From an optimization exercise on the open Yosys and OpenROAD flow, aimed at small area, a short achievable clock period and few clock cycles per item; shortcuts taken in it are not production practice. No run shown here included a check of the RTL's function; only the layout flow was run. Power and IR drop assume default switching activity.

===== flow/config.mk =====
export PLATFORM = sky130hd
export DESIGN_NAME = vpu_sp_top
export DESIGN_NICKNAME = vpu_sp_top
export VERILOG_FILES = /design/flow/design.v
export SDC_FILE = /design/flow/constraint.sdc
export NUM_CORES = 4
export LEC_CHECK = 0
export ABC_AREA = 1
export CAP_MARGIN = 20
export CORE_MARGIN = 2
export CORE_UTILIZATION = 40
export CTS_BUF_LIST = sky130_fd_sc_hd__clkbuf_8
export CTS_CLUSTER_DIAMETER = 80
export CTS_CLUSTER_SIZE = 16
export SLEW_MARGIN = 75

===== flow/constraint.sdc =====
create_clock -name core_clock -period 11.0 [get_ports {clk}]
set_input_delay 2.2000 -clock core_clock [delete_from_list [all_inputs] [get_ports {clk}]]
set_output_delay 2.2000 -clock core_clock [all_outputs]
set_load 0.01 [all_outputs]

===== flow/design.v =====
package vpu_sp_pkg;
  typedef logic [6:0] sp_size_t;
  typedef struct packed {
    logic                    enable;
    logic [1:0]              tilesize;
    logic [8:0]              x;
    logic [7:0]              y;
    logic [2-1:0] tile_bank;
    logic [8-1:0]  tile_idx;
    logic                    pal_mode;
    logic [1:0]              pal_bank;
    logic [3:0]              pal_no;
  } sp_attr_t;
  typedef struct packed {
    logic       valid;
    logic       last;
    logic [8:0] x;
    logic       pal_mode;
    logic [1:0] pal_bank;
    logic [3:0] pal_no;
    logic [7:0] idx;
  } sp_pix_t;
  typedef struct packed {
    logic [7:0] a;
    logic [7:0] r;
    logic [7:0] g;
    logic [7:0] b;
  } sp_argb_t;
  function automatic sp_size_t sp_size(input logic [1:0] tilesize);
    sp_size = 8 << tilesize;
  endfunction
endpackage
package vpu_mem_pkg;
  typedef struct packed {
    logic                     en;
    logic [4-1:0] addr;
  } param_req_t;
  typedef struct packed {
    logic                    en;
    logic [16-1:0] addr;
  } tile_req_t;
  typedef struct packed {
    logic                   en;
    logic [10-1:0] addr;
  } pal_req_t;
  typedef struct packed {
    logic                  rd_en;
    logic [8-1:0] rd_addr;
    logic                  wr_en;
    logic [8-1:0] wr_addr;
    logic [31:0]           wdata;
  } lb_req_t;
endpackage
`timescale 1ns/100ps
module vpu_sp_mix (
  input  logic [7:0] x0,
  input  logic [7:0] x1,
  input  logic [7:0] sel,
  input  logic       keep,
  output logic [9:0] hi_a,
  output logic [9:0] hi_b,
  output logic       c6
);
  logic [7:0] m [8];
  logic [7:0] mn [8];
  logic       inc;
  logic       inc_n;
  logic [15:0] ra;
  logic [15:0] rb;
  logic [7:0]  lo;
  always_comb begin
    for (int i = 0; i < 8; i++) m[i] = sel[i] ? x1 : x0;
    inc = keep && (m[0] != 8'd0);
    for (int i = 0; i < 8; i++) mn[i] = ~m[i];
    inc_n = !inc;
  end
  logic w1, w2, w3, w4, w5, w6, w7, w8, w9, w10, w11, w12, w13, w14, w15, w16, w17, w18, w19, w20, w21, w22, w23, w24, w25, w26, w27, w28, w29, w30, w31, w32, w33, w34, w35, w36, w37, w38, w39, w40, w41, w42, w43, w44, w45, w46, w47, w48, w49, w50, w51, w52, w53, w54, w55, w56, w57, w58, w59, w60, w61, w62, w63, w64, w65, w66, w67, w68, w69, w70, w71, w72, w73, w74, w75, w76, w77, w78, w79, w80, w81, w82, w83, w84;
  assign w1 = ~(mn[0][6] ^ mn[1][5]);
  assign w2 = mn[0][6] | mn[1][5];
  assign w3 = (mn[0][7] ^ mn[1][6]) ^ mn[2][5];
  assign w4 = (mn[0][7] & mn[2][5]) | (mn[1][6] & (mn[0][7] | mn[2][5]));
  assign w5 = ~(mn[3][4] ^ mn[4][3]);
  assign w6 = mn[3][4] | mn[4][3];
  assign w7 = (mn[1][7] ^ mn[2][6]) ^ mn[3][5];
  assign w8 = (mn[1][7] & mn[3][5]) | (mn[2][6] & (mn[1][7] | mn[3][5]));
  assign w9 = (mn[4][4] ^ mn[5][3]) ^ mn[6][2];
  assign w10 = (mn[4][4] & mn[6][2]) | (mn[5][3] & (mn[4][4] | mn[6][2]));
  assign w11 = (mn[2][7] ^ mn[3][6]) ^ mn[4][5];
  assign w12 = (mn[2][7] & mn[4][5]) | (mn[3][6] & (mn[2][7] | mn[4][5]));
  assign w13 = ~(mn[0][4] ^ mn[1][3]);
  assign w14 = mn[0][4] | mn[1][3];
  assign w15 = (mn[0][5] ^ mn[1][4]) ^ mn[2][3];
  assign w16 = (mn[0][5] & mn[2][3]) | (mn[1][4] & (mn[0][5] | mn[2][3]));
  assign w17 = ~(mn[3][2] ^ mn[4][1]);
  assign w18 = mn[3][2] | mn[4][1];
  assign w19 = (w1 ^ mn[2][4]) ^ mn[3][3];
  assign w20 = (w1 & mn[3][3]) | (mn[2][4] & (w1 | mn[3][3]));
  assign w21 = (mn[4][2] ^ mn[5][1]) ^ mn[6][0];
  assign w22 = (mn[4][2] & mn[6][0]) | (mn[5][1] & (mn[4][2] | mn[6][0]));
  assign w23 = (w2 ^ w3) ^ w5;
  assign w24 = (w2 & w5) | (w3 & (w2 | w5));
  assign w25 = (mn[5][2] ^ mn[6][1]) ^ mn[7][0];
  assign w26 = (mn[5][2] & mn[7][0]) | (mn[6][1] & (mn[5][2] | mn[7][0]));
  assign w27 = (w4 ^ w6) ^ w7;
  assign w28 = (w4 & w7) | (w6 & (w4 | w7));
  assign w29 = (w9 ^ mn[7][1]) ^ inc_n;
  assign w30 = (w9 & inc_n) | (mn[7][1] & (w9 | inc_n));
  assign w31 = (w8 ^ w10) ^ w11;
  assign w32 = (w8 & w11) | (w10 & (w8 | w11));
  assign w33 = (mn[5][4] ^ mn[6][3]) ^ mn[7][2];
  assign w34 = (mn[5][4] & mn[7][2]) | (mn[6][3] & (mn[5][4] | mn[7][2]));
  assign w35 = (w12 ^ mn[3][7]) ^ mn[4][6];
  assign w36 = (w12 & mn[4][6]) | (mn[3][7] & (w12 | mn[4][6]));
  assign w37 = (mn[5][5] ^ mn[6][4]) ^ mn[7][3];
  assign w38 = (mn[5][5] & mn[7][3]) | (mn[6][4] & (mn[5][5] | mn[7][3]));
  assign w39 = (mn[4][7] ^ mn[5][6]) ^ mn[6][5];
  assign w40 = (mn[4][7] & mn[6][5]) | (mn[5][6] & (mn[4][7] | mn[6][5]));
  assign w41 = ~(mn[0][3] ^ mn[1][2]);
  assign w42 = mn[0][3] | mn[1][2];
  assign w43 = (w13 ^ mn[2][2]) ^ mn[3][1];
  assign w44 = (w13 & mn[3][1]) | (mn[2][2] & (w13 | mn[3][1]));
  assign w45 = (w14 ^ w15) ^ w17;
  assign w46 = (w14 & w17) | (w15 & (w14 | w17));
  assign w47 = (w16 ^ w18) ^ w19;
  assign w48 = (w16 & w19) | (w18 & (w16 | w19));
  assign w49 = (w20 ^ w22) ^ w23;
  assign w50 = (w20 & w23) | (w22 & (w20 | w23));
  assign w51 = (w24 ^ w26) ^ w27;
  assign w52 = (w24 & w27) | (w26 & (w24 | w27));
  assign w53 = (w28 ^ w30) ^ w31;
  assign w54 = (w28 & w31) | (w30 & (w28 | w31));
  assign w55 = (w32 ^ w34) ^ w35;
  assign w56 = (w32 & w35) | (w34 & (w32 | w35));
  assign w57 = (w36 ^ w38) ^ w39;
  assign w58 = (w36 & w39) | (w38 & (w36 | w39));
  assign w59 = (w40 ^ mn[5][7]) ^ mn[6][6];
  assign w60 = (w40 & mn[6][6]) | (mn[5][7] & (w40 | mn[6][6]));
  assign w61 = ~(mn[0][2] ^ mn[1][1]);
  assign w62 = mn[0][2] | mn[1][1];
  assign w63 = (w41 ^ mn[2][1]) ^ mn[3][0];
  assign w64 = (w41 & mn[3][0]) | (mn[2][1] & (w41 | mn[3][0]));
  assign w65 = (w42 ^ w43) ^ mn[4][0];
  assign w66 = (w42 & mn[4][0]) | (w43 & (w42 | mn[4][0]));
  assign w67 = (w44 ^ w45) ^ mn[5][0];
  assign w68 = (w44 & mn[5][0]) | (w45 & (w44 | mn[5][0]));
  assign w69 = (w46 ^ w47) ^ w21;
  assign w70 = (w46 & w21) | (w47 & (w46 | w21));
  assign w71 = (w48 ^ w49) ^ w25;
  assign w72 = (w48 & w25) | (w49 & (w48 | w25));
  assign w73 = (w50 ^ w51) ^ w29;
  assign w74 = (w50 & w29) | (w51 & (w50 | w29));
  assign w75 = (w52 ^ w53) ^ w33;
  assign w76 = (w52 & w33) | (w53 & (w52 | w33));
  assign w77 = (w54 ^ w55) ^ w37;
  assign w78 = (w54 & w37) | (w55 & (w54 | w37));
  assign w79 = (w56 ^ w57) ^ mn[7][4];
  assign w80 = (w56 & mn[7][4]) | (w57 & (w56 | mn[7][4]));
  assign w81 = (w58 ^ w59) ^ mn[7][5];
  assign w82 = (w58 & mn[7][5]) | (w59 & (w58 | mn[7][5]));
  assign w83 = (w60 ^ mn[6][7]) ^ mn[7][6];
  assign w84 = (w60 & mn[7][6]) | (mn[6][7] & (w60 | mn[7][6]));
  assign ra = ~{1'b1, w84, w82, w80, w78, w76, w74, w72, w70, w68, w66, w64, w62, w61, mn[0][1], mn[0][0]};
  assign rb = ~{1'b1, mn[7][7], w83, w81, w79, w77, w75, w73, w71, w69, w67, w65, w63, mn[2][0], mn[1][0], 1'b1};
  assign lo   = {2'b0, ra[5:0]} + {2'b0, rb[5:0]};
  assign c6   = lo[6];
  assign hi_a = ra[15:6];
  assign hi_b = rb[15:6];
endmodule
module vpu_sp_color_merge (
  input  logic [31:0] src,
  input  logic [31:0] dst,
  input  logic        a_zero,
  input  logic        a_full,
  output logic [7:0]  res_a,
  output logic [59:0] hi,
  output logic [2:0]  c6
);
  logic [8:0] a_c;
  logic [7:0] a_sum;
  always_comb begin
    a_c[0] = 1'b0;
    for (int i = 0; i < 8; i++) begin
      a_sum[i]  = (dst[24 + i] ^ src[24 + i]) ^ a_c[i];
      a_c[i + 1] = (dst[24 + i] & a_c[i]) | (src[24 + i] & (dst[24 + i] | a_c[i]));
    end
  end
  assign res_a = a_zero ? dst[31:24] : a_full ? 8'd255 : {a_c[8], a_sum[7:1]};
  vpu_sp_mix u_r (.x0(dst[23:16]), .x1(src[23:16]), .sel(src[31:24]), .keep(a_zero | a_full), .hi_a(hi[59:50]), .hi_b(hi[49:40]), .c6(c6[2]));
  vpu_sp_mix u_g (.x0(dst[15:8]),   .x1(src[15:8]),  .sel(src[31:24]),        .keep(a_zero | a_full), .hi_a(hi[39:30]), .hi_b(hi[29:20]), .c6(c6[1]));
  vpu_sp_mix u_b (.x0(dst[7:0]),    .x1(src[7:0]),   .sel(src[31:24]), .keep(a_zero | a_full), .hi_a(hi[19:10]), .hi_b(hi[9:0]), .c6(c6[0]));
endmodule
`timescale 1ns/100ps
module vpu_sp (
  input  logic                   clk,
  input  logic                   rst_n,
  input  logic                   line_start,
  input  logic [7:0]             line_y,
  output logic                   busy,
  output logic                   line_done,
  output vpu_mem_pkg::param_req_t param_req,
  input  logic [31:0]            param_rdata,
  output vpu_mem_pkg::tile_req_t tile_req,
  input  logic [7:0]             tile_rdata,
  output vpu_mem_pkg::pal_req_t  pal_req,
  input  logic [31:0]            pal_rdata,
  output vpu_mem_pkg::lb_req_t   lb_req,
  input  vpu_sp_pkg::sp_argb_t   lb_rdata
);
  logic       accept;
  logic [7:0] cur_y;
  logic [2:0] f_idx;       
  logic       f_word;      
  logic       f_req;       
  logic       f_on;        
  logic       f_done;      
  logic       w0_arr;      
  logic       w1_arr;      
  logic [1:0] w_s;
  logic [7:0] w_x;
  logic [5:0] w_oy;        
  logic       w_oyb;       
  logic [1:0] w_yh;        
  logic       k_act;
  logic [1:0] k_bank;
  logic [7:0] k_t;
  logic [2:0] k_oyr;
  logic [2:0] k_oxr;
  logic [2:0] k_oxh;
  logic [1:0] k_s;
  logic [7:0] k_x;
  logic       k_took;      
  logic       p1_v;
  logic       p1_f;        
  logic       p2_f;
  logic [7:0] p1_x;
  logic [6:0] p1_pal;
  logic       p2_v;
  logic [9:0] p2_pal_addr;
  logic [7:0] p2_x;
  logic       p3_v;
  logic [7:0] p3_x;
  logic       p4_v;
  logic [7:0] p4_x;
  logic [31:0] p4_src;
  logic [31:0] p4_dst;
  logic       p4_az;
  logic       p4_af;
  logic       p5_v;
  logic [7:0] p5_x;
  logic [7:0] p5_a;
  logic [59:0] p5_hi;
  logic [2:0] p5_c6;
  logic       p6_v;
  logic [7:0] p6_x;
  logic [31:0] p6_res;
  assign accept = !busy && line_start;
  assign f_on   = busy && !f_done;
  logic [8:0] oy9;
  logic       vis_y;
  logic [2:0] oy_hi_mask;
  always_comb begin
    oy9 = {{1'b0, cur_y[7:6]} - {1'b0, w_yh} - {2'd0, w_oyb}, w_oy};
    case (w_s)
      2'd0: oy_hi_mask = 3'b111;
      2'd1: oy_hi_mask = 3'b110;
      2'd2: oy_hi_mask = 3'b100;
      default: oy_hi_mask = 3'b000;
    endcase
    vis_y = !oy9[8] && (oy9[7:6] == 2'b00) && ((oy9[5:3] & oy_hi_mask) == 3'b000);
  end
  logic       k_last;
  logic       k_free;
  logic       hazard;
  logic       take;
  logic       skip;        
  logic       next_sp;     
  logic [8:0] k_dx;
  always_comb begin
    logic [2:0] oxh_mask;
    case (k_s)
      2'd0: oxh_mask = 3'b000;
      2'd1: oxh_mask = 3'b001;
      2'd2: oxh_mask = 3'b011;
      default: oxh_mask = 3'b111;
    endcase
    k_last  = (k_x == 8'd255) || ((k_oxr == 3'd7) && ((k_oxh & oxh_mask) == oxh_mask));
    k_free  = !k_act || k_last;
    k_dx    = {1'b0, k_x} - {1'b0, w_x};
    hazard  = (k_act || p1_v || p2_v || p3_v)
           && (k_took || p1_f || p2_f || (!k_dx[8] && k_dx[7:3] == 5'd0 && k_dx[2:0] != 3'd7));
    take    = w1_arr && vis_y && k_free && !hazard;
    skip    = (w0_arr && (!param_rdata[31] || param_rdata[16])) || (w1_arr && !vis_y);
    next_sp = take || skip;
  end
  always_ff @(posedge clk) begin
    if (!rst_n) begin
      busy      <= 1'b0;
      line_done <= 1'b0;
      f_req     <= 1'b0;
      f_done    <= 1'b0;
      w0_arr    <= 1'b0;
      w1_arr    <= 1'b0;
      k_act     <= 1'b0;
      k_took    <= 1'b0;
      p1_v      <= 1'b0;
      p1_f      <= 1'b0;
      p2_f      <= 1'b0;
      p2_v      <= 1'b0;
      p3_v      <= 1'b0;
      p4_v      <= 1'b0;
      p5_v      <= 1'b0;
      p6_v      <= 1'b0;
    end else begin
      line_done <= 1'b0;
      w0_arr    <= f_on && !f_word;
      w1_arr    <= f_on && f_word && !next_sp;
      if (accept) begin
        busy   <= 1'b1;
        f_req  <= 1'b1;
        f_done <= 1'b0;
      end else if (busy && f_done && !k_act && !p1_v && !p2_v && !p3_v && !p4_v && !p5_v) begin
        busy      <= 1'b0;
        line_done <= 1'b1;
      end
      if (next_sp && f_idx == 3'd7) begin
        f_req  <= 1'b0;
        f_done <= 1'b1;
      end
      if (take)                 k_act <= 1'b1;
      else if (k_act && k_last) k_act <= 1'b0;
      k_took <= take;
      p1_v <= k_act;
      p1_f <= k_took;
      p2_f <= p1_f;
      p2_v <= p1_v;
      p3_v <= p2_v;
      p4_v <= p3_v;
      p5_v <= p4_v;
      p6_v <= p5_v;
    end
  end
  always_ff @(posedge clk) begin
    if (accept) begin
      cur_y  <= line_y;
      f_idx  <= 3'd0;
      f_word <= 1'b0;
    end else if (f_on) begin
      if (next_sp) begin
        f_idx  <= f_idx + 3'd1;
        f_word <= 1'b0;
      end else begin
        f_word <= 1'b1;
      end
    end
    if (w0_arr) begin
      w_s <= param_rdata[25:24];
      w_x <= param_rdata[15:8];
      {w_oyb, w_oy} <= {1'b0, cur_y[5:0]} - {1'b0, param_rdata[5:0]};
      w_yh <= param_rdata[7:6];
    end
    if (k_free) begin
      k_bank <= param_rdata[29:28];
      k_t    <= param_rdata[23:16] + ({5'd0, oy9[5:3]} << w_s);
      k_oyr  <= oy9[2:0];
      k_oxr  <= 3'd0;
      k_oxh  <= 3'd0;
      k_s    <= w_s;
    end else begin
      k_oxr <= k_oxr + 3'd1;
      if (k_oxr == 3'd7) begin
        k_t   <= k_t + 8'd1;
        k_oxh <= k_oxh + 3'd1;
      end
    end
    if (take)        k_x <= w_x;
    else if (!k_free) k_x <= k_x + 8'd1;
    p1_x   <= k_x;
    if (k_took) p1_pal <= {param_rdata[6], param_rdata[5:4], param_rdata[3:0]};
    p2_x        <= p1_x;
    p2_pal_addr <= p1_pal[6] ? {p1_pal[5:4], p1_pal[3:0], tile_rdata[3:0]}
                             : {p1_pal[5:4], tile_rdata};
    p3_x   <= p2_x;
    p4_x   <= p3_x;
    p4_src <= pal_rdata;
    p4_dst <= lb_rdata;
    p4_az  <= (pal_rdata[31:24] == 8'd0);
    p4_af  <= (pal_rdata[31:24] == 8'd255);
    p5_x   <= p4_x;
    p5_a   <= blend_a;
    p5_hi  <= blend_hi;
    p5_c6  <= blend_c6;
    p6_x   <= p5_x;
    p6_res <= {p5_a, blend_r, blend_g, blend_b};
  end
  logic [7:0]  blend_a;
  logic [59:0] blend_hi;
  logic [2:0]  blend_c6;
  logic [7:0]  blend_r;
  logic [7:0]  blend_g;
  logic [7:0]  blend_b;
  function automatic logic [7:0] add_hi(input logic [9:0] a, input logic [9:0] b,
                                        input logic c);
    logic       c1;
    logic       c2;
    logic [7:0] g0;
    logic [7:0] p0;
    logic [7:0] g;
    logic [7:0] p;
    c1 = (a[0] & c)  | (b[0] & (a[0] | c));
    c2 = (a[1] & c1) | (b[1] & (a[1] | c1));
    g0 = a[9:2] & b[9:2];
    p0 = a[9:2] ^ b[9:2];
    g  = g0;
    p  = p0;
    g[0] = g0[0] | (p0[0] & c2);
    g[1] = g[1] | (p[1] & g[0]);  p[1] = p[1] & p[0];
    g[3] = g[3] | (p[3] & g[2]);  p[3] = p[3] & p[2];
    g[5] = g[5] | (p[5] & g[4]);  p[5] = p[5] & p[4];
    g[7] = g[7] | (p[7] & g[6]);  p[7] = p[7] & p[6];
    g[3] = g[3] | (p[3] & g[1]);  p[3] = p[3] & p[1];
    g[7] = g[7] | (p[7] & g[5]);  p[7] = p[7] & p[5];
    g[7] = g[7] | (p[7] & g[3]);  p[7] = p[7] & p[3];
    g[5] = g[5] | (p[5] & g[3]);  p[5] = p[5] & p[3];
    g[2] = g[2] | (p[2] & g[1]);  p[2] = p[2] & p[1];
    g[4] = g[4] | (p[4] & g[3]);  p[4] = p[4] & p[3];
    g[6] = g[6] | (p[6] & g[5]);  p[6] = p[6] & p[5];
    add_hi = p0 ^ {g[6:0], c2};
  endfunction
  assign blend_r = add_hi(p5_hi[59:50], p5_hi[49:40], p5_c6[2]);
  assign blend_g = add_hi(p5_hi[39:30], p5_hi[29:20], p5_c6[1]);
  assign blend_b = add_hi(p5_hi[19:10], p5_hi[9:0],   p5_c6[0]);
  vpu_sp_color_merge u_color_merge (
    .src (p4_src),
    .dst (p4_dst),
    .a_zero (p4_az),
    .a_full (p4_af),
    .res_a  (blend_a),
    .hi     (blend_hi),
    .c6     (blend_c6)
  );
  assign param_req.en   = f_req;
  assign param_req.addr = {f_idx, f_word};
  assign tile_req.en    = k_act;
  assign tile_req.addr  = {k_bank, k_t, k_oyr, k_oxr};
  assign pal_req.en     = p2_v;
  assign pal_req.addr   = p2_pal_addr;
  assign lb_req.rd_en   = p2_v;
  assign lb_req.rd_addr = p2_x;
  assign lb_req.wr_en   = p6_v;
  assign lb_req.wr_addr = p6_x;
  assign lb_req.wdata   = p6_res;
endmodule
`timescale 1ns/100ps
module vpu_sp_top (
  input  logic        clk,
  input  logic        rst_n,
  input  logic        line_start,
  input  logic [7:0]  line_y,
  output logic        busy,
  output logic        line_done,
  output logic        param_req_en,
  output logic [3:0]  param_req_addr,
  input  logic [31:0] param_rdata,
  output logic        tile_req_en,
  output logic [15:0] tile_req_addr,
  input  logic [7:0]  tile_rdata,
  output logic        pal_req_en,
  output logic [9:0]  pal_req_addr,
  input  logic [31:0] pal_rdata,
  output logic        lb_rd_en,
  output logic [7:0]  lb_rd_addr,
  output logic        lb_wr_en,
  output logic [7:0]  lb_wr_addr,
  output logic [31:0] lb_wdata,
  input  logic [31:0] lb_rdata
);
  vpu_mem_pkg::param_req_t param_req;
  vpu_mem_pkg::tile_req_t  tile_req;
  vpu_mem_pkg::pal_req_t   pal_req;
  vpu_mem_pkg::lb_req_t    lb_req;
  vpu_sp u_sp (
    .clk         (clk),
    .rst_n       (rst_n),
    .line_start  (line_start),
    .line_y      (line_y),
    .busy        (busy),
    .line_done   (line_done),
    .param_req   (param_req),
    .param_rdata (param_rdata),
    .tile_req    (tile_req),
    .tile_rdata  (tile_rdata),
    .pal_req     (pal_req),
    .pal_rdata   (pal_rdata),
    .lb_req      (lb_req),
    .lb_rdata    (lb_rdata)
  );
  assign param_req_en   = param_req.en;
  assign param_req_addr = param_req.addr;
  assign tile_req_en    = tile_req.en;
  assign tile_req_addr  = tile_req.addr;
  assign pal_req_en     = pal_req.en;
  assign pal_req_addr   = pal_req.addr;
  assign lb_rd_en       = lb_req.rd_en;
  assign lb_rd_addr     = lb_req.rd_addr;
  assign lb_wr_en       = lb_req.wr_en;
  assign lb_wr_addr     = lb_req.wr_addr;
  assign lb_wdata       = lb_req.wdata;
endmodule

===== flow/flow/run.sh =====
#!/bin/bash
# The standard layout, except that each port gets the smallest buffer
# (buf_1) instead of the one buffer_ports picks by default.
set -euo pipefail
export BUFFER_PORTS_ARGS="-buffer_cell sky130_fd_sc_hd__buf_1"
bash standard.sh finish > standard_flow.log 2>&1

===== flow/standard.sh =====
#!/bin/bash
# synth_recipe.tcl (not shown) runs the flow's synth.tcl, then flattens the netlist and writes it again
# the make line also repeats each setting of config.mk as NAME=value (left out here)
make -C /OpenROAD-flow-scripts/flow DESIGN_CONFIG=/design/flow/config.mk WORK_HOME=/design/flow/orfs CLKGATE_MAP_FILE= SYNTH_SCRIPT=/design/flow/synth_recipe.tcl "${@:-finish}"

==> impl_results.md, run 1 <==
* Clock Tree Root: clkbuf_8
* RSZ-0062 raised after global routing: false
* CP required at roughly 12 ns
* Initial Util at 0.404
* Max-cap violations at 0
* Status: finished clean
* Row cnt at 70
* Worst setup EP type: register
* Syn_area_per_cell at 9.75 sq um
* Multi-input combinational cell area at between 7000 and 8000 sq um
* Register area share after synthesis at 0.451
* Synth top area share at 0.335
* Initial DRT Pass Iterations at 6
* CTS tree: done
* Setup Crit Path Kind: reg2reg
* Critical path arrival at between 4 and 5 ns
* H-tree depth at 1
* Util after Layout at 0.453
* Die area at 38500 sq um
* VDD IR max at roughly 0.084 mV
* Worst Max-Slew Pin Slew at roughly 0.36 ns
* Nets at around 2000
* Hold Path Sink: u_sp.p6_res[28]
* Initial antenna violation count at 9
* Total Routing Usage GR at 0.167
* Min-Delay Path Class: reg2reg
* PortBufs at 196
* Final setup vio count at 0
* Clk slew on worst S/H paths at 0.10 ns
* Maximum number of pins on one net before global-route repair at 50
* Postcts setup bufs at 0
* FFs w/ async S/R, synth at 0
* Post-route ant nets at 0
* Final hold violation count at 0
* Area after DPL at about 16000 sq um
* Hold buffer count at cts at 0
* Post-synth net total at roughly 1800
* Post-DR wirelength/cell at 14.4 um
* HPWL after detailed placement at roughly 23 mm
* Clk Latency, worst-skew pair at between 0.6 and 0.7 ns
* Reg area at 6660 sq um
* Leakage at ~7.4 nW
* Vias per inst at between 4 and 5
* Cts repair resizes at 0
* Hold path start: u_sp.p5_a[4]
* Post-Syn Area at 14800 sq um
* Reg2Reg Launch Point: u_sp.p4_src[24]
* Synth cell types at between 40 and 50
* Largest cells by area after synthesis: dfxtp_1 33%, fa_1 18%, edfxtp_1 12%, nand2_1 7.5%, o21ai_0 7.4%
* Hold path cells at 0
* Core Footprint at 36500 sq um
* Post-route design area at ~17000 sq um
* Die width at slightly below 200 um
* Final period util at 0.370
* Boundary Pins at 200
* Remaining Overflow, GRT at 0
* Fraction of layout cells with a size suffix above 1 at 0.0487
* Max clock buf depth at 3
* Post-synth EDFFs at 57
* Ys flop type: dfxtp_1
* Num CTS Buffers at 26
* DR vias at 10300
* Fill cell count at 3499
* Worst Setup Start Kind: register
* Seq cells post-synth at ~300
* Gate Count Post-Synth at 1515
* Skew final at between 0.02 and 0.03 ns
* PD cells at roughly 170 nW/um^2
* Num Clock Sinks at just over 300
* Reg-to-reg endpoint: u_sp.p5_a[6]
* Slew headroom at 0.757
* Setup_tns at 0 ns
* Final Max Slew Viols at 0
* R2R depth at 12
* Drt drc at 0
* Chip height at 196 um
* Post-synth top area cell: dfxtp_1
* DRT iter0 DRCs at approximately 480
* Worst-path fanout max at 38
* Global-route wire length before repair at about 52 mm
* Syn. warnings at 5
* Maximum clock frequency at 245 MHz
* Synth-to-Final Area Change at 12.0%
* Vias in the first global route at between 10000 and 15000
* Critical path startpoint: u_sp.p4_src[24]
* Routability cong. at 0.808
* WL final at 31.4 mm
* Worst R2R Setup Slack at a little under 7 ns
* Min Tclk post-route at a little over 4 ns
==> registers in the layout (all words and copies together), names as in the netlist, 6 cells and up <==
| name | flops |
|---|---|
| u_sp.p6_x | 8 |
| u_sp.w_x | 8 |
| u_sp.p4_src | 32 |
| u_sp.k_x | 8 |
| u_sp.p3_x | 8 |
| u_sp.p5_a | 8 |
| u_sp.p2_x | 8 |
| u_sp.p6_res | 32 |
| u_sp.p1_pal | 7 |
| u_sp.p4_dst | 32 |
| u_sp.p5_hi | 54 |
| u_sp.p4_x | 8 |
| u_sp.p1_x | 8 |
| u_sp.w_oy | 6 |
| u_sp.p5_x | 8 |
| u_sp.k_t | 8 |
| u_sp.cur_y | 8 |
| u_sp.p2_pal_addr | 10 |
==> layout make-up <==
cell class / count / area share
Sequential cell: 304 / 0.403
Multi-Input combinational cell: 914 / 0.426
Timing Repair Buffer: 204 / 0.0514
Clock buffer: 27 / 0.0225
Antenna cell: 3 / 0.000454
Tap cell: 468 / 0.0354
Inverter: 239 / 0.0543
Clock inverter: 16 / 0.00719
==> synth_stat cells (2+ instances only) <==
master    count
a211oi_1      2
a21o_1        3
a21oi_1      37
a22oi_1       2
buf_2         4
buf_4         2
buf_6         2
clkbuf_1     46
clkbuf_2      3
dfxtp_1     247
edfxtp_1     57
fa_1        135
ha_1         69
inv_1       238
mux2_2        4
nand2_1     296
nand2_2       2
nand2_4       2
nand3_1      25
nand4_1      12
nor2_1       39
nor3_1        5
nor4_1        2
o211ai_1      3
o21a_1        4
o21ai_0     219
o21ai_1       7
o22ai_1       3
o31ai_1       3
o41ai_1       3
or2_2         8
xnor2_1       4
xor2_1       16
==> per-layer routing <==
layer | part of all wire | track usage
met2 | 0.48 | 0.292
met3 | 0.068 | 0.0456
met4 | 0.022 | 0.0398
met1 | 0.42 | 0.205
met5 | 0.0026 | 0
==> how the worst max path moves through the flow <==
stage                    to  slack, ns  depth (start not counted)
2_1_floorplan  u_sp.p5_a[6]       6.92                         13
3_3_place_gp   u_sp.p5_a[6]       6.89                         12
3_5_place_dp   u_sp.p5_a[6]       6.90                         12
4_1_cts        u_sp.p5_a[6]       6.88                         12
5_1_grt        u_sp.p5_a[6]       6.66                         12
6_report       u_sp.p5_a[6]       6.93                         12
==> through the flow <==
stage | hold WS (ns) | setup slack (ns) | std cells | power, mW
CTS | 0.325 | 6.88 | 2172 | 2.96
finish | 0.322 | 6.93 | 2175 | 2.89
global route | 0.333 | 6.66 | 2173 | 3.16
detailed placement | 0.312 | 6.90 | 2129 | 2.31
floorplan | 0.310 | 6.92 | 1515 | 2.03
global placement | 0.311 | 6.89 | 2129 | 2.28
==> worst max-delay path, cell delays in order, from the launching register on <==
cell,delay (ns)
dfxtp_1,0.32
buf_6,0.19
nand2_1,0.09
inv_1,0.06
fa_1,0.46
fa_1,0.46
fa_1,0.46
fa_1,0.46
fa_1,0.46
fa_1,0.43
inv_1,0.09
fa_1,0.39
a22oi_1,0.16
==> cell families after synthesis <==
logic type               share of synthesized area
multiplexers                               0.00305
XOR/XNOR                                    0.0119
adder cells (fa/ha/maj)                      0.242
buffers and inverters                       0.0776
flip-flops                                   0.451
AND/OR/NAND/NOR                              0.111
AO/OA/AOI/OAI                                0.104
==> placed cells by master, fill, tap and decap left out, types with 2 or more instances in the layout <==
master    netlist  routed
dfxtp_1       247     243
nor3_1          5       4
or2_2           8       8
nand4_1        12      12
nor4_2          0       2
o22ai_1         3       3
o21ai_1         7      17
dfxtp_2         0       3
buf_8           0       4
buf_1           1     195
xnor2_1         4       4
nor2_4          1       2
nand2_2         2       3
o211ai_1        3       3
edfxtp_1       57      57
ha_1           69      69
clkbuf_8        0      30
inv_2           1       3
nand3_1        25      25
nor2_1         39      38
o21ai_0       219     209
a21o_1          3       3
inv_6           0       2
inv_8           0       2
xor2_1         16      16
diode_2         0       3
a21oi_1        37      37
o21a_1          4       4
inv_1         238     243
nand2_4         2       2
a22oi_1         2       2
clkinv_8        0       2
a211oi_1        2       2
nor3_2          1       2
fa_1          135     135
mux2_2          4       4
nand2_1       296     294
o31ai_1         3       3
==> power by group <==
| part | internal (mW) | switching, mW | leakage [nW] |
|---|---|---|---|
| sequential | 1.33 | 0.0878 | 2.62 |
| clock | 0.240 | 0.396 | 0.279 |
| combinational | 0.360 | 0.473 | 4.50 |
==> run 2, diff against run 1 <==
--- a/flow/design.v
+++ b/flow/design.v
@@ -177,12 +177,5 @@
 );
-  logic [8:0] a_c;
-  logic [7:0] a_sum;
-  always_comb begin
-    a_c[0] = 1'b0;
-    for (int i = 0; i < 8; i++) begin
-      a_sum[i]  = (dst[24 + i] ^ src[24 + i]) ^ a_c[i];
-      a_c[i + 1] = (dst[24 + i] & a_c[i]) | (src[24 + i] & (dst[24 + i] | a_c[i]));
-    end
-  end
-  assign res_a = a_zero ? dst[31:24] : a_full ? 8'd255 : {a_c[8], a_sum[7:1]};
+  logic [8:0] a_sum;
+  assign a_sum      = {1'b0, dst[31:24]} + {1'b0, src[31:24]};
+  assign res_a = a_zero ? dst[31:24] : a_full ? 8'd255 : a_sum[8:1];
   vpu_sp_mix u_r (.x0(dst[23:16]), .x1(src[23:16]), .sel(src[31:24]), .keep(a_zero | a_full), .hi_a(hi[59:50]), .hi_b(hi[49:40]), .c6(c6[2]));
==> run 2 against run 1 <==
  * Still clean
  * First-iteration DRC count is 11% lower
  * Sequential power hardly changed
  * Routed wire length is 1.2% higher
  * Clock skew is 0.0032 ns lower
  * Critical endpoint is now tile_req_addr[10]
  * Largest power group unchanged
==> impl_results.md, run 2 <==
* CP required at 8.80 ns (was 11.55 ns)
* Worst Max-Slew Pin Slew at 0.350 ns (was 0.359 ns)
* Vias in the first global route at 10700 (was 10300)
* Syn_area_per_cell at 9.63 sq um (was 9.75 sq um)
* Min Tclk post-route at 3.47 ns (was 4.07 ns)
* Leakage at 7.46 nW (was 7.40 nW)
* Post-synth net total at 1856 (was 1834)
* Setup Crit Path Kind: reg2out (was reg2reg)
* Top Layer Used: met5 (unchanged)
* Min-Delay Path Class: reg2reg (unchanged)
* Final Max Slew Viols at 0 (unchanged)
* Synth top area share at 0.334 (was 0.335)
* Initial Util at 0.405 (was 0.404)
* Seq cells post-synth at 304 (unchanged)
* Biggest register: u_sp.p5_hi (unchanged)
* Fraction of layout cells with a size suffix above 1 at 0.0405 (was 0.0487)
* H-tree depth at 1 (unchanged)
* Synth-to-Final Area Change at 11.9% (was 12.0%)
* Register area share after synthesis at 0.450 (was 0.451)
* Setup_tns at 0 ns (unchanged)
* Critical path arrival at 1.27 ns (was 4.63 ns)
* Routed met3 length at 2.26 mm (was 2.15 mm)
* Initial DRT Pass Iterations at 5 (was 6)
* Clk Latency, worst-skew pair at 0.61 ns (was 0.62 ns)
* PortBufs at 196 (unchanged)
* Clk slew on worst S/H paths at 0.11 ns (was 0.10 ns)
* WL met2 at 15.5 mm (was 15.2 mm)
* Inst Count DP at 2160 (was 2129)
* Initial antenna violation count at 8 (was 9)
* Post-synth top cells: 294 x nand2_1, 251 x inv_1, 247 x dfxtp_1 (was 296 x nand2_1, 247 x dfxtp_1, 238 x inv_1)
* DRT iter0 DRCs at 428 (was 482)
* Maximum clock frequency at 288 MHz (was 245 MHz)
* Max stage delay on crit path at 0.49 ns (was 0.46 ns)
* HPWL after detailed placement at 24.0 mm (was 23.3 mm)
* Max clock buf depth at 3 (unchanged)
* RSZ-0062 raised after global routing: false (unchanged)
* Slowest CP cell: edfxtp_1 (was fa_1)
* Post-synth EDFFs at 57 (unchanged)
* Num CTS Buffers at 23 (was 26)
* Boundary Pins at 200 (unchanged)
* Commonest non-fill, non-tap cell in the layout: nand2_1 (unchanged)
* FFs w/ async S/R, synth at 0 (unchanged)
* Post-Layout Cell Count at 2197 (was 2175)
* Drt drc at 0 (unchanged)
* Largest cells by area after synthesis: dfxtp_1 33%, fa_1 17%, edfxtp_1 12%, nand2_1 7.5%, o21ai_0 7.3% (was dfxtp_1 33%, fa_1 18%, edfxtp_1 12%, nand2_1 7.5%, o21ai_0 7.4%)
* Die width at 196 um (about the same)
* Post-route ant nets at 0 (unchanged)
* Row cnt at 70 (unchanged)
* Routability cong. at 0.835 (was 0.808)
* Ys flop type: dfxtp_1 (unchanged)
* Post-Syn Area at 14800 sq um (about the same)
* Max FFs per register at 54 (unchanged)
* Chip height at 196 um (about the same)
* Nets at 2038 (was 2008)
* Global-route wire length before repair at 52.1 mm (was 51.5 mm)
* Total Routing Usage GR at 0.168 (was 0.167)
* Worst setup EP type: output pin (was register)
* Cts repair resizes at 0 (unchanged)
* Post-synth top area cell: dfxtp_1 (unchanged)
* Met1 wire length at 13.2 mm (was 13.3 mm)
* Die area at 38500 sq um (about the same)
* Crit path cell chain: buf_1 (was buf_6 -> nand2_1 -> inv_1 -> fa_1 -> fa_1 -> fa_1 -> fa_1 -> fa_1 -> fa_1 -> inv_1 -> fa_1 -> a22oi_1)
* Util after Layout at 0.454 (was 0.453)
* Final hold violation count at 0 (unchanged)
* Worst-path fanout max at 5 (was 38)
* Final setup vio count at 0 (unchanged)
* Maximum number of pins on one net before global-route repair at 50 (unchanged)
* Synth cell types at 43 (was 44)
* Core Footprint at 36500 sq um (unchanged)
* Slew headroom at 0.764 (was 0.757)
* Vias per inst at 4.75 (was 4.73)
* Most frequent cell after synthesis: nand2_1 (unchanged)
* Crit path max-delay family: flip-flops (was adder cells)
* Remaining Overflow, GRT at 0 (unchanged)
* VDD IR max at 0.0948 mV (was 0.0838 mV)
* Num Clock Sinks at 304 (unchanged)
* Skew final at 0.0225 ns (was 0.0258 ns)
* WL final at 31.7 mm (was 31.4 mm)
* Commonest cells after routing, fill and taps aside: 292 x nand2_1, 256 x inv_1, 244 x dfxtp_1, 198 x o21ai_0, 196 x buf_1 (was 294 x nand2_1, 243 x inv_1, 243 x dfxtp_1, 209 x o21ai_0, 195 x buf_1)
* Buffers & Inverters on Critical Path at 1 (was 3)
* Hold buffer count at cts at 0 (unchanged)
* PD cells at 173 nW/um^2 (was 175 nW/um^2)
* Postcts setup bufs at 0 (unchanged)
* Post-DR wirelength/cell at 14.4 um (about the same)
* Max-cap violations at 0 (unchanged)
* Syn. warnings at 4 (was 5)
* Gate Count Post-Synth at 1536 (was 1515)
* Status: finished clean (unchanged)
* Clock Tree Root: clkbuf_8 (unchanged)
* Worst Setup Start Kind: register (unchanged)
* Final period util at 0.316 (was 0.370)
* DR vias at 10400 (was 10300)
* CTS tree: done (unchanged)
[run 2: changes by cell type in the layout (fill, tap and decap cells not counted), sizes merged, moves of 6 or more]
| cell | change |
|---|---|
| ha | +7 |
| o22ai | +6 |
| inv | +9 |
| xor2 | +6 |
| fa | -6 |
| nand3 | +6 |
| o21ai | -7 |
| a21oi | +10 |
[run 2: area by class of cell]
class | count | area, sq um
multi-input cells | 928 | 7050
well taps | 468 | 586
repair buffers | 207 | 885
inverters | 254 | 955
diodes | 2 | 5.00
flip-flops and latches | 304 | 6660
clock inverters | 11 | 106
fillers | 3587 | 20000
clock buffers | 23 | 317
[run 2: report_power, final]
group / switching, mW / internal, mW
combinational: 0.475 / 0.359
clock: 0.360 / 0.243
sequential: 0.0894 / 1.33
[run 2: logic make-up (layout without fill, tap and decap cells)]
family                   after synthesis  in the layout  share of synthesized area
adder cells (fa/ha/maj)              205            205                      0.239
AND/OR/NAND/NOR                      394            394                      0.108
multiplexers                           4              4                    0.00304
XOR/XNOR                              30             30                     0.0178
buffers and inverters                304            495                     0.0784
flip-flops                           304            304                      0.450
AO/OA/AOI/OAI                        295            295                      0.105
other                                  0              2                          0
[run 2: path summary, 6_finish.rpt]
kind	end	start	slack, ns	cells past startpoint
worst max-delay path	tile_req_addr[10]	u_sp.k_t[4]	7.53	1
worst min-delay path	u_sp.p6_x[3]	u_sp.p5_x[3]	0.33	0
worst max register to register	u_sp.p5_c6[1]	u_sp.p4_src[25]	7.56	11
worst min register to register	u_sp.p6_x[3]	u_sp.p5_x[3]	0.33	0
[run 2: stage by stage]
step / worst slack, ns / total power [mW] / hold WS [ns] / instance area (sq um)
global placement: 6.91 / 2.28 / 0.310 / 16000
detailed placement: 6.89 / 2.31 / 0.312 / 16100
CTS: 7.47 / 2.93 / 0.329 / 16500
global route: 7.42 / 3.13 / 0.335 / 16600
floorplan: 7.24 / 2.05 / 0.310 / 14800
finish: 7.53 / 2.86 / 0.327 / 16600
[run 2: layer usage]
layer	GRT usage	vias up
met5	0	-
met4	0.0407	10
met3	0.0460	53
met2	0.299	259
met1	0.200	4904
li1	-	5220
==> run 3, diff against run 2 <==
--- a/flow/design.v
+++ b/flow/design.v
@@ -220,4 +220,3 @@
   logic [2:0] k_oxr;
-  logic [2:0] k_oxh;
-  logic [1:0] k_s;
+  logic [2:0] k_rem;       
   logic [7:0] k_x;
@@ -271,10 +270,3 @@
   always_comb begin
-    logic [2:0] oxh_mask;
-    case (k_s)
-      2'd0: oxh_mask = 3'b000;
-      2'd1: oxh_mask = 3'b001;
-      2'd2: oxh_mask = 3'b011;
-      default: oxh_mask = 3'b111;
-    endcase
-    k_last  = (k_x == 8'd255) || ((k_oxr == 3'd7) && ((k_oxh & oxh_mask) == oxh_mask));
+    k_last  = (k_x == 8'd255) || ((k_oxr == 3'd7) && (k_rem == 3'd0));
     k_free  = !k_act || k_last;
@@ -358,4 +350,8 @@
       k_oxr  <= 3'd0;
-      k_oxh  <= 3'd0;
-      k_s    <= w_s;
+      case (w_s)
+        2'd0: k_rem <= 3'd0;
+        2'd1: k_rem <= 3'd1;
+        2'd2: k_rem <= 3'd3;
+        default: k_rem <= 3'd7;
+      endcase
     end else begin
@@ -364,3 +360,3 @@
         k_t   <= k_t + 8'd1;
-        k_oxh <= k_oxh + 3'd1;
+        k_rem <= k_rem - 3'd1;
       end
==> flow/flow/run.sh (replaced) <==
#!/bin/bash
# The standard layout, except that
#  - each port gets the smallest buffer (buf_1) instead of the one
#    buffer_ports picks by default;
#  - Yosys's synth runs without its internal abc pass (-noabc), so that the
#    adder trees written in the RTL reach extract_fa as written; the final
#    ABC mapping of the flow is unchanged.
set -euo pipefail
export BUFFER_PORTS_ARGS="-buffer_cell sky130_fd_sc_hd__buf_1"
export SYNTH_ARGS="-noabc"
bash standard.sh finish > standard_flow.log 2>&1
==> run 3 against run 2 <==
  * Area after synthesis grew 1.4%
  * Critical endpoint is now tile_req_en
  * Largest power group unchanged
  * Design area up 0.39%
  * Synthesized cell count is 0.98% higher
  * Sequential share of layout area fell by 0.27 points
  * Register-to-register slack worse by 0.04 ns
  * Final cell count increased by 0.14%
  * Worst hold slack better by 0.0033 ns
  * Combinational power up 2.5%
  * Sequential power is essentially flat
  * Clock skew up 0.00060 ns
  * Power is 0.45% higher
  * Clock-buffer cell count grew 1
==> impl_results.md, run 3 <==
* Vias per inst at 4.73 (was 4.75)
* Final hold violation count at 0 (unchanged)
* Synth cell types at 45 (was 43)
* Clock Tree Root: clkbuf_8 (unchanged)
* Total Routing Usage GR at 0.167 (was 0.168)
* Post-synth top area cell: dfxtp_1 (unchanged)
* FFs w/ async S/R, synth at 0 (unchanged)
* Crit path cell chain: buf_1 (unchanged)
* R2R depth at 8 (was 11)
* Status: finished clean (unchanged)
* Row cnt at 70 (unchanged)
* Post-synthesis compound-gate area fraction at 0.0989 (was 0.105)
* Gate Count Post-Synth at 1551 (was 1536)
* Ys flop type: dfxtp_1 (unchanged)
* Worst Setup Start Kind: register (unchanged)
* H-tree depth at 1 (unchanged)
* Syn. warnings at 4 (unchanged)
* Core Footprint at 36800 sq um (was 36500 sq um)
* CTS tree: done (unchanged)
* Cts repair resizes at 0 (unchanged)
* Slowest CP cell: dfxtp_1 (was edfxtp_1)
* Syn_area_per_cell at 9.67 sq um (was 9.63 sq um)
* Most frequent cell after synthesis: nand2_1 (unchanged)
* Crit path max-delay family: flip-flops (unchanged)
* Setup Crit Path Kind: reg2out (unchanged)
* Num Clock Sinks at 302 (was 304)
* Max FFs per register at 54 (unchanged)
* Post-synthesis mux area share at 0.00367 (was 0.00304)
* DR vias at 10400 (about the same)
* Die width at 198 um (was 196 um)
* Largest cells by area after synthesis: dfxtp_1 33%, fa_1 17%, edfxtp_1 12%, nand2_1 7.6%, ha_1 7.2% (was dfxtp_1 33%, fa_1 17%, edfxtp_1 12%, nand2_1 7.5%, o21ai_0 7.3%)
* Post-synth EDFFs at 58 (was 57)
* Synth-to-Final Area Change at 10.9% (was 11.9%)
* Post-Syn Area at 15000 sq um (was 14800 sq um)
* CP required at 8.80 ns (about the same)
* Final setup vio count at 0 (unchanged)
* Post-synth top cells: 303 x nand2_1, 244 x dfxtp_1, 235 x inv_1 (was 294 x nand2_1, 251 x inv_1, 247 x dfxtp_1)
* Maximum number of pins on one net before global-route repair at 51 (was 50)
* RSZ-0062 raised after global routing: false (unchanged)
* PortBufs at 196 (unchanged)
* Global-route wire length before repair at 52.5 mm (was 52.1 mm)
* Synth Area in Simple Gates at 0.112 (was 0.108)
* Max clock buf depth at 3 (unchanged)
* HPWL after detailed placement at 23.8 mm (was 24.0 mm)
* Biggest register: u_sp.p5_hi (unchanged)
* Clk slew on worst S/H paths at 0.10 ns (was 0.11 ns)
* Worst-path fanout max at 6 (was 5)
* Hold path cells at 0 (unchanged)
* Max stage delay on crit path at 0.47 ns (was 0.49 ns)
* Routability cong. at 0.851 (was 0.835)
* VDD IR max at 0.113 mV (was 0.0948 mV)
* Post-DR wirelength/cell at 14.4 um (about the same)
* Clk Latency, worst-skew pair at 0.60 ns (was 0.61 ns)
* Postcts setup bufs at 0 (unchanged)
* DRT iter0 DRCs at 558 (was 428)
* Boundary Pins at 200 (unchanged)
* Initial DRT Pass Iterations at 5 (unchanged)
* Num CTS Buffers at 24 (was 23)
* Worst Max-Slew Pin Slew at 0.350 ns (about the same)
* Maximum clock frequency at 286 MHz (was 288 MHz)
* Setup_tns at 0 ns (unchanged)
* WP depth at 1 (unchanged)
* Slew headroom at 0.766 (was 0.764)
* Remaining Overflow, GRT at 0 (unchanged)
* Buffers & Inverters on Critical Path at 1 (unchanged)
* Fraction of layout cells with a size suffix above 1 at 0.0451 (was 0.0405)
* Min-Delay Path Class: reg2reg (unchanged)
* Drt drc at 0 (unchanged)
* Util after Layout at 0.452 (was 0.454)
* Hold buffer count at cts at 0 (unchanged)
* WL final at 31.6 mm (was 31.7 mm)
* Leakage at 7.46 nW (about the same)
* Initial Util at 0.408 (was 0.405)
* Min Tclk post-route at 3.50 ns (was 3.47 ns)
* Commonest non-fill, non-tap cell in the layout: nand2_1 (unchanged)
* Chip height at 198 um (was 196 um)
* Final Max Slew Viols at 0 (unchanged)
* Final period util at 0.318 (was 0.316)
* Initial antenna violation count at 7 (was 8)
* Max-cap violations at 0 (unchanged)
* PD cells at 173 nW/um^2 (about the same)
* Critical path arrival at 1.30 ns (was 1.27 ns)
* Area after DPL at 16100 sq um (about the same)
* Largest family of logic cells by synthesized area: adder cells (unchanged)
* Worst setup EP type: output pin (unchanged)
* Die area at 39100 sq um (was 38500 sq um)
* Nets at 2045 (was 2038)
* Skew final at 0.0231 ns (was 0.0225 ns)
* Adder-cell area share of the yosys netlist at 0.244 (was 0.239)
* Vias in the first global route at 10700 (about the same)
* Seq cells post-synth at 302 (was 304)
* Commonest cells after routing, fill and taps aside: 302 x nand2_1, 242 x inv_1, 236 x dfxtp_1, 199 x buf_1, 195 x o21ai_0 (was 292 x nand2_1, 256 x inv_1, 244 x dfxtp_1, 198 x o21ai_0, 196 x buf_1)
* Post-route ant nets at 0 (unchanged)
* Post-synth net total at 1881 (was 1856)
* Synth top area share at 0.326 (was 0.334)
* Xor/xnor share of the synthesized area at 0.0181 (was 0.0178)
* Register area share after synthesis at 0.442 (was 0.450)
* Post-route design area at 16600 sq um (about the same)
==> run 3: changes by cell type after synthesis, moves of 6 or more <==
cell / before / now
nor4_1: 2 / 10
a21oi_1: 47 / 39
clkbuf_2: 1 / 19
nand2_1: 294 / 303
o21ai_2: 0 / 6
ha_1: 76 / 86
nor2_1: 41 / 34
inv_1: 251 / 235
==> run 3: path summary, 6_finish.rpt <==
path | startpoint | endpoint | slack (ns)
min | u_sp.p1_x[0] | u_sp.p2_x[0] | 0.33
min reg2reg | u_sp.p1_x[0] | u_sp.p2_x[0] | 0.33
max reg2reg | u_sp.p4_src[28] | u_sp.p5_hi[43] | 7.52
max | u_sp.k_act | tile_req_en | 7.50
==> run 3: logic make-up (layout without fill, tap and decap cells) <==
| family | after synthesis | in the layout |
|---|---|---|
| AOI/OAI and AO/OA | 282 | 282 |
| xor gates and xnor gates | 31 | 31 |
| adders and majority gates | 215 | 215 |
| buffers and inverters | 308 | 485 |
| DFF | 302 | 302 |
| muxes | 5 | 5 |
| other | 0 | 4 |
| and+or+nand+nor | 408 | 408 |
==> run 3: where the power goes <==
| part | switching [mW] | internal, mW |
|---|---|---|
| Clock | 0.368 | 0.232 |
| Sequential | 0.0917 | 1.32 |
| Combinational | 0.493 | 0.362 |
==> run 3: final cells by class <==
class	instances	area (sq um)
fillers	3589	20200
multi-input cells	941	7200
flip-flops and latches	302	6640
inverters	237	892
repair buffers	209	861
well taps	468	586
clock buffers	24	330
clock inverters	15	106
diodes	4	10.0
==> run 3: stage by stage <==
stage	hold WS (ns)	setup WS, ns	instances	total power [mW]
finish	0.330	7.50	2200	2.87
detailed placement	0.312	7.07	2156	2.32
global route	0.341	7.37	2197	3.14
global placement	0.310	7.05	2152	2.29
floorplan	0.310	7.33	1551	2.06
CTS	0.331	7.45	2195	2.94
==> run 3: per-layer routing <==
layer	wire (um)	vias up	track usage
li1	-	5235	-
met1	13600	4855	0.206
met2	14700	250	0.282
met3	2560	56	0.0504
met4	743	8	0.0462
met5	56	-	0

[re-timing with driven ports]
The results above use ideal ports. As a check the final layouts listed here were re-extracted and re-timed, cells and wires unchanged. Step 1 assumes that a clkbuf_16 drives the clock port and a buf_2 every other input. Step 2 times the ports against the registers' clock, not the clock port: input delays grow and output delays shrink by t, the midpoint of the rising clock arrivals with the driver on. Three values: no drivers, after step 1, after step 2; two values: the first two.
run	shift t [ns]	slack for setup (ns)	worst slew at a driven data input, ns	cell pins on the clock port's net
run 1	0.657	6.926 / 6.926 / 6.926	0.09	1
run 2	0.640	7.529 / 7.486 / 6.944	0.10	1
run 3	0.636	7.504 / 7.457 / 7.087	0.08	1
After both steps every run listed still meets setup and hold. The setup slack of run 2, which loses most, moves by -0.043 ns with the drivers and by -0.585 ns with both steps.
